This design comes from an exercise in tuning for small area and a short achievable clock period on the open sky130 flow, not from production work.
Only simulation tests tie the RTL to the original design; equivalence was not proved.
The clock port is modelled as an ideal driver; clocking choices that lean on that would not hold on a real chip.

==> inputs of job 7116 <==
==> flow/design.v <==
package frame_detector_pkg;
  localparam logic [15:0] HEADER_WORD  = 16'hE0E0;
  localparam logic [15:0] TRAILER_WORD = 16'h0E0E;
  localparam int          MAX_WORDS    = 8;
  localparam int          DATA_W       = MAX_WORDS * 16;
  localparam int          NSLOT        = 5;
  localparam logic [2:0]  P_SKIP  = 3'd0;
  localparam logic [2:0]  P_HUNT  = 3'd1;
  localparam logic [2:0]  P_HDR2  = 3'd2;
  localparam logic [2:0]  P_CHAN  = 3'd3;
  localparam logic [2:0]  P_BODY  = 3'd4;
  localparam logic [2:0]  P_CHECK = 3'd5;
endpackage
module frame_fifo #(
  parameter int NSLOT = 5
) (
  input  logic             clk_in,
  input  logic [NSLOT-1:0] i_wr_sel,    
  input  logic             i_we0,       
  input  logic             i_wer,       
  input  logic [15:0]      i_wr_data,
  input  logic             i_ch_we,
  input  logic [2:0]       i_ch,
  input  logic             i_nw_we,
  input  logic [2:0]       i_nw,
  input  logic [NSLOT-1:0] i_head_sel,  
  output logic [15:0]      o_word0,
  output logic [2:0]       o_ch,
  output logic [2:0]       o_nw,
  input  logic [NSLOT-1:0] i_tap_sel,   
  output logic [15:0]      o_tap,
  output logic [2:0]       o_tap_idx    
);
  localparam logic [2:0] PH1 = 3'b001;
  function automatic logic [2:0] ph_step(input logic [2:0] x);
    ph_step = {x[1:0], x[2] ^ x[1]};
  endfunction
  logic [15:0] r_w0   [NSLOT];
  logic [15:0] r_ring [NSLOT][7];
  logic [2:0]  r_ph   [NSLOT];
  logic [2:0]  r_ch   [NSLOT];
  logic [2:0]  r_nw   [NSLOT];
  always_ff @(posedge clk_in) begin
    for (int s = 0; s < NSLOT; s++) begin
      if (i_wr_sel[s] && i_we0) r_w0[s] <= i_wr_data;
      r_ring[s][0] <= (i_wr_sel[s] && i_wer) ? i_wr_data : r_ring[s][6];
      for (int p = 1; p < 7; p++) r_ring[s][p] <= r_ring[s][p-1];
      if (i_wr_sel[s] && i_we0) r_ph[s] <= PH1;
      else                      r_ph[s] <= ph_step(r_ph[s]);
      if (i_wr_sel[s] && i_ch_we) r_ch[s] <= i_ch;
      if (i_wr_sel[s] && i_nw_we) r_nw[s] <= i_nw;
    end
  end
  always_comb begin
    o_word0   = '0;
    o_ch      = '0;
    o_nw      = '0;
    o_tap     = '0;
    o_tap_idx = '0;
    for (int s = 0; s < NSLOT; s++) begin
      o_word0   = o_word0   | (r_w0[s]      & {16{i_head_sel[s]}});
      o_ch      = o_ch      | (r_ch[s]      & {3{i_head_sel[s]}});
      o_nw      = o_nw      | (r_nw[s]      & {3{i_head_sel[s]}});
      o_tap     = o_tap     | (r_ring[s][6] & {16{i_tap_sel[s]}});
      o_tap_idx = o_tap_idx | (r_ph[s]      & {3{i_tap_sel[s]}});
    end
  end
endmodule
module frame_detector #(
  parameter int FIFO_DEPTH = 4
) (
  input  logic        clk_in,
  input  logic        rst_n,
  input  logic [15:0] data_in,
  output logic        data_out_ch1, data_out_ch2, data_out_ch3, data_out_ch4,
  output logic        data_out_ch5, data_out_ch6, data_out_ch7, data_out_ch8,
  output logic        data_vld_ch1, data_vld_ch2, data_vld_ch3, data_vld_ch4,
  output logic        data_vld_ch5, data_vld_ch6, data_vld_ch7, data_vld_ch8,
  output logic        fifo_empty,
  output logic        fifo_full,
  output logic        crc_valid_o,
  output logic        crc_err
);
  localparam logic [15:0] HEADER_WORD  = frame_detector_pkg::HEADER_WORD;
  localparam logic [15:0] TRAILER_WORD = frame_detector_pkg::TRAILER_WORD;
  localparam int          MAX_WORDS    = frame_detector_pkg::MAX_WORDS;
  localparam int          NSLOT        = FIFO_DEPTH + 1;
  localparam logic [2:0]  P_SKIP       = frame_detector_pkg::P_SKIP;
  localparam logic [2:0]  P_HUNT       = frame_detector_pkg::P_HUNT;
  localparam logic [2:0]  P_HDR2       = frame_detector_pkg::P_HDR2;
  localparam logic [2:0]  P_CHAN       = frame_detector_pkg::P_CHAN;
  localparam logic [2:0]  P_BODY       = frame_detector_pkg::P_BODY;
  localparam logic [2:0]  P_CHECK      = frame_detector_pkg::P_CHECK;
  function automatic logic onehot4(input logic [3:0] x);
    onehot4 = ((x[0] ^ x[1]) && !(x[2] || x[3])) || ((x[2] ^ x[3]) && !(x[0] || x[1]));
  endfunction
  function automatic logic [15:0] crc16_step(input logic [15:0] crc, input logic [15:0] word);
    logic [15:0] c;
    c = crc ^ word;
    for (int i = 0; i < 16; i++) begin
      c = c[15] ? ({c[14:0], 1'b0} ^ 16'h1021) : {c[14:0], 1'b0};
    end
    crc16_step = c;
  endfunction
  localparam logic [15:0] CRC_GOOD = crc16_step(16'h0000, TRAILER_WORD);
  logic [15:0]      r_d;
  logic [2:0]       r_pstate, w_pnext;
  logic [3:0]       r_cnt;
  logic             r_prev_trl;
  logic [15:0]      r_crc;
  logic             w_hdr, w_trl, w_chan_ok, w_trailer, w_overflow, w_end, w_match;
  logic             w_push, w_pop;
  logic [2:0]       w_ch_enc;
  logic [MAX_WORDS-1:0] w_wr_word;
  always_ff @(posedge clk_in) r_d <= data_in;
  assign w_hdr      = (r_d == HEADER_WORD);
  assign w_trl      = (r_d == TRAILER_WORD);
  assign w_chan_ok  = (r_d[15:8] == 8'h00) &&
                      ((onehot4(r_d[3:0]) && (r_d[7:4] == 4'h0)) ||
                       (onehot4(r_d[7:4]) && (r_d[3:0] == 4'h0)));
  assign w_trailer  = w_trl && r_prev_trl;
  assign w_overflow = (r_cnt == 4'd10) || ((r_cnt == 4'd9) && !w_trl);
  assign w_end      = (r_pstate == P_BODY) && w_trailer && (r_cnt >= 4'd3);
  assign w_match    = (r_crc == CRC_GOOD);
  assign w_ch_enc   = {r_d[7] | r_d[6] | r_d[5] | r_d[4],
                       r_d[7] | r_d[6] | r_d[3] | r_d[2],
                       r_d[7] | r_d[5] | r_d[3] | r_d[1]};
  always_comb begin
    w_pnext = r_pstate;
    case (r_pstate)
      P_SKIP:  w_pnext = P_HUNT;
      P_HUNT:  if (w_hdr) w_pnext = P_HDR2;
      P_HDR2:  w_pnext = w_hdr ? P_CHAN : P_HUNT;
      P_CHAN:  w_pnext = w_chan_ok ? P_BODY : P_HUNT;
      P_BODY: begin
        if (w_trailer)       w_pnext = (r_cnt >= 4'd3) ? P_CHECK : P_HUNT;
        else if (w_overflow) w_pnext = P_HUNT;
      end
      P_CHECK: w_pnext = w_hdr ? P_HDR2 : P_HUNT;
      default: w_pnext = P_HUNT;
    endcase
  end
  always_ff @(posedge clk_in) begin
    if (!rst_n) r_pstate <= P_SKIP;
    else        r_pstate <= w_pnext;
  end
  always_ff @(posedge clk_in) begin
    r_cnt      <= (r_pstate == P_CHAN) ? 4'd0 : r_cnt + 4'd1;
    r_crc      <= (r_pstate == P_CHAN) ? 16'h0000 : crc16_step(r_crc, r_d);
    r_prev_trl <= w_trl;
  end
  always_comb begin
    for (int k = 0; k < MAX_WORDS; k++) w_wr_word[k] = (r_pstate == P_BODY) && (r_cnt == 4'(k));
  end
  logic [NSLOT-1:0]     r_wr_sel, r_rd_sel, w_sp;
  logic                 r_empty, r_full;
  logic                 r_crc_err;
  logic                 w_one, w_three, w_busy, w_wr_ok;
  logic [15:0]          w_word0, w_tap;
  logic [2:0]           w_rd_ch, w_rd_nw, w_tap_idx, w_want;
  logic                 r_shift;
  logic [6:0]           r_b;       
  logic [2:0]           r_nw;      
  logic [14:0]          r_sh;      
  logic [15:0]          r_pf;      
  logic                 r_prev;    
  logic [7:0]           r_vld, r_out, w_rd_dec;
  logic                 r_first;
  logic                 w_more, w_wend, w_bit;
  assign w_sp    = {r_rd_sel[0], r_rd_sel[NSLOT-1:1]};
  assign w_busy  = r_shift && (r_b[6:4] != r_nw);
  assign w_wr_ok = !(r_full && w_busy);
  frame_fifo #(.NSLOT(NSLOT)) u_fifo (
    .clk_in     (clk_in),
    .i_wr_sel   (r_wr_sel),
    .i_we0      (w_wr_word[0] && w_wr_ok),
    .i_wer      ((|w_wr_word[MAX_WORDS-1:1]) && w_wr_ok),
    .i_wr_data  (r_d),
    .i_ch_we    (r_pstate == P_CHAN),
    .i_ch       (w_ch_enc),
    .i_nw_we    (r_pstate == P_BODY),
    .i_nw       (3'(r_cnt - 4'd3)),
    .i_head_sel (r_rd_sel),
    .o_word0    (w_word0),
    .o_ch       (w_rd_ch),
    .o_nw       (w_rd_nw),
    .i_tap_sel  (w_sp),
    .o_tap      (w_tap),
    .o_tap_idx  (w_tap_idx)
  );
  assign w_push  = w_end && w_match && !r_full;
  assign w_one   = (r_wr_sel == {r_rd_sel[NSLOT-2:0], r_rd_sel[NSLOT-1]});
  assign w_three = (r_wr_sel == {r_rd_sel[NSLOT-4:0], r_rd_sel[NSLOT-1:NSLOT-3]});
  always_ff @(posedge clk_in) begin
    if (!rst_n) begin
      r_wr_sel  <= NSLOT'(1);
      r_rd_sel  <= NSLOT'(1);
      r_empty   <= 1'b1;
      r_full    <= 1'b0;
      r_crc_err <= 1'b0;
    end else begin
      if (w_push) r_wr_sel <= {r_wr_sel[NSLOT-2:0], r_wr_sel[NSLOT-1]};
      if (w_pop)  r_rd_sel <= {r_rd_sel[NSLOT-2:0], r_rd_sel[NSLOT-1]};
      if (w_push && !w_pop) begin
        r_empty <= 1'b0;
        r_full  <= w_three;
      end else if (w_pop && !w_push) begin
        r_empty <= w_one;
        r_full  <= 1'b0;
      end
      r_crc_err <= w_end && !w_match;
    end
  end
  assign w_pop    = !r_shift && !r_empty;
  assign w_wend   = (r_b[3:0] == 4'hF);
  assign w_more   = !(w_wend && (r_b[6:4] == r_nw));
  assign w_rd_dec = 8'(1) << w_rd_ch;
  assign w_bit    = w_pop ? w_word0[15] : w_wend ? r_pf[15] : r_sh[14];
  always_comb begin
    case (r_b[6:4])
      3'd0:    w_want = 3'd1;
      3'd1:    w_want = 3'd2;
      3'd2:    w_want = 3'd5;
      3'd3:    w_want = 3'd3;
      3'd4:    w_want = 3'd7;
      3'd5:    w_want = 3'd6;
      default: w_want = 3'd4;
    endcase
  end
  always_ff @(posedge clk_in) begin
    r_b    <= w_pop ? 7'd0 : r_b + 7'd1;
    r_sh   <= w_pop ? w_word0[14:0] : w_wend ? r_pf[14:0] : {r_sh[13:0], 1'b0};
    r_prev <= w_bit;
    if (w_tap_idx == w_want) r_pf <= w_tap;
    if (w_pop) r_nw <= w_rd_nw;
  end
  always_ff @(posedge clk_in) begin
    if (!rst_n) begin
      r_shift <= 1'b0;
      r_vld   <= '0;
      r_out   <= '0;
      r_first <= 1'b0;
    end else begin
      r_first <= w_pop;
      if (w_pop) begin
        r_shift <= 1'b1;
        r_vld   <= w_rd_dec;
        r_out   <= w_rd_dec & {8{w_bit}};
      end else if (r_shift && w_more) begin
        r_out   <= r_vld & {8{w_bit ^ r_prev}};
      end else begin
        r_shift <= 1'b0;
        r_vld   <= '0;
        r_out   <= '0;
      end
    end
  end
  assign fifo_empty  = r_empty;
  assign fifo_full   = r_full;
  assign crc_valid_o = r_first;
  assign crc_err     = r_crc_err;
  assign {data_vld_ch8, data_vld_ch7, data_vld_ch6, data_vld_ch5,
          data_vld_ch4, data_vld_ch3, data_vld_ch2, data_vld_ch1} = r_vld;
  assign {data_out_ch8, data_out_ch7, data_out_ch6, data_out_ch5,
          data_out_ch4, data_out_ch3, data_out_ch2, data_out_ch1} = r_out;
endmodule
==> flow/flow/run.sh <==
#!/bin/bash
# The standard layout (standard synthesis unchanged), with:
#  - timing repair asked for more setup slack than the clock needs, so the
#    resizer works on the paths that set the achieved period (same SDC);
#  - larger clock-sink clusters on a denser floorplan;
#  - ports buffered with buf_2 (the resizer still upsizes where timing needs).
# The make output goes to standard_finish.log; ORFS keeps each step's log
# under orfs/logs.
set -euo pipefail
bash standard.sh \
  SETUP_SLACK_MARGIN=10.4 \
  CTS_ARGS="-sink_clustering_enable -repair_clock_nets -sink_clustering_size 25 -sink_clustering_max_diameter 100 -apply_ndr full" \
  CORE_UTILIZATION=58 PLACE_DENSITY=0.75 \
  POST_CTS_TCL="$PWD/flow/post_cts.tcl" \
  BUFFER_PORTS_ARGS="-buffer_cell sky130_fd_sc_hd__buf_2" \
  finish > standard_finish.log 2>&1
==> flow/flow/post_cts.tcl <==
set block [ord::get_db_block]
set clk_port [expr {[info exists ::env(FLOW_CLK_PORT)] ? $::env(FLOW_CLK_PORT) : "clk_in"}]
set clk_net [$block findNet $clk_port]
set iterms [$clk_net getITerms]
if {[llength $iterms] == 1} {
  set root [[lindex $iterms 0] getInst]
  set master [[$root getMaster] getName]
  set out_net [[$root findITerm X] getNet]
  set sinks {}
  foreach it [$out_net getITerms] {
    if {[$it getInst] ne $root} { lappend sinks $it }
  }
  set ok [expr {[string match "*clkbuf*" $master] && [llength $sinks] <= 4}]
  foreach it $sinks {
    if {![string match "*clkbuf*" [[[$it getInst] getMaster] getName]]} { set ok 0 }
  }
  if {$ok} {
    puts "post_cts: removing root buffer [$root getName] ($master), port now feeds [llength $sinks] buffers"
    foreach it $sinks {
      $it disconnect
      $it connect $clk_net
    }
    odb::dbInst_destroy $root
    odb::dbNet_destroy $out_net
  } else {
    puts "post_cts: root buffer kept"
  }
}
==> flow/standard.sh <==
#!/bin/bash
# synth_recipe.tcl (not shown) runs the flow's synth.tcl, then flattens the netlist and writes it again
# the make line also repeats each setting of config.mk as NAME=value (left out here)
make -C /OpenROAD-flow-scripts/flow DESIGN_CONFIG=/design/flow/config.mk WORK_HOME=/design/flow/orfs CLKGATE_MAP_FILE= SYNTH_SCRIPT=/design/flow/synth_recipe.tcl "${@:-finish}"
==> flow/config.mk <==
export PLATFORM = sky130hd
export DESIGN_NAME = frame_detector
export DESIGN_NICKNAME = frame_detector
export VERILOG_FILES = /design/flow/design.v
export SDC_FILE = /design/flow/constraint.sdc
export NUM_CORES = 4
export LEC_CHECK = 0
export CAP_MARGIN = 20
export CORE_MARGIN = 2
export CORE_UTILIZATION = 40
export PLACE_DENSITY = 0.6
export SLEW_MARGIN = 20
==> flow/constraint.sdc <==
create_clock -name core_clock -period 14.0 [get_ports {clk_in}]
set_input_delay 2.8000 -clock core_clock [delete_from_list [all_inputs] [get_ports {clk_in}]]
set_output_delay 2.8000 -clock core_clock [all_outputs]
set_load 0.01 [all_outputs]
==> job 1348: changes against job 7116 <==
==> flow/flow/run.sh (replaced) <==
#!/bin/bash
# The standard layout (standard synthesis unchanged), with:
#  - timing repair asked for more setup slack than the clock needs, so the
#    resizer works on the paths that set the achieved period (same SDC);
#  - larger clock-sink clusters on a denser floorplan;
set -euo pipefail
bash standard.sh \
  SETUP_SLACK_MARGIN=10.4 \
  CTS_CLUSTER_SIZE=25 CTS_CLUSTER_DIAMETER=100 \
  CORE_UTILIZATION=50 PLACE_DENSITY=0.7 \
  POST_CTS_TCL="$PWD/flow/post_cts.tcl" \
  BUFFER_PORTS_ARGS="-buffer_cell sky130_fd_sc_hd__buf_2" \
  finish > standard_finish.log 2>&1
==> out/qor.yml <==
run_status: "timing/DRC/antenna clean"
wl_met3_mm: 1.61
crit_start: "r_full"
taps: 585
holdWs_ns: 0.323
The numbers above come from job 1348.

==> out/qor.yml <==
crit_start: "r_empty"
wl_met3_mm: 1.98
taps: 468
clock_latency_ns: 0.39
run_status: "timing/DRC/antenna clean"
The numbers above come from job 7116.

-- static timing again, ports no longer ideal --
How much do the figures lean on ideal ports? The routed layouts below were timed once more, with nothing changed but the port constraints.
Step 1, drivers: a clkbuf_16 drives clk_in and a buf_2 each remaining input, both assumed.
Step 2, shift: input delay + t, output delay - t, t = (earliest + latest rising clock arrival at the registers) / 2. This alone moves slack from input paths to output paths.
a / b / c = no drivers / after step 1 / after step 2; a / b = the first two.
run	t, ns	setup WS [ns]	slew at the worst register clock pin (ns)
job 7116	0.483	10.341 / 10.237 / 10.153	0.11 / 0.11
job 1348	0.501	10.327 / 10.210 / 10.181	0.10 / 0.10
After both steps every run listed still meets setup and hold. For job 7116, which loses most, drivers alone change the setup slack by -0.104 ns; drivers and shift together by -0.188 ns.
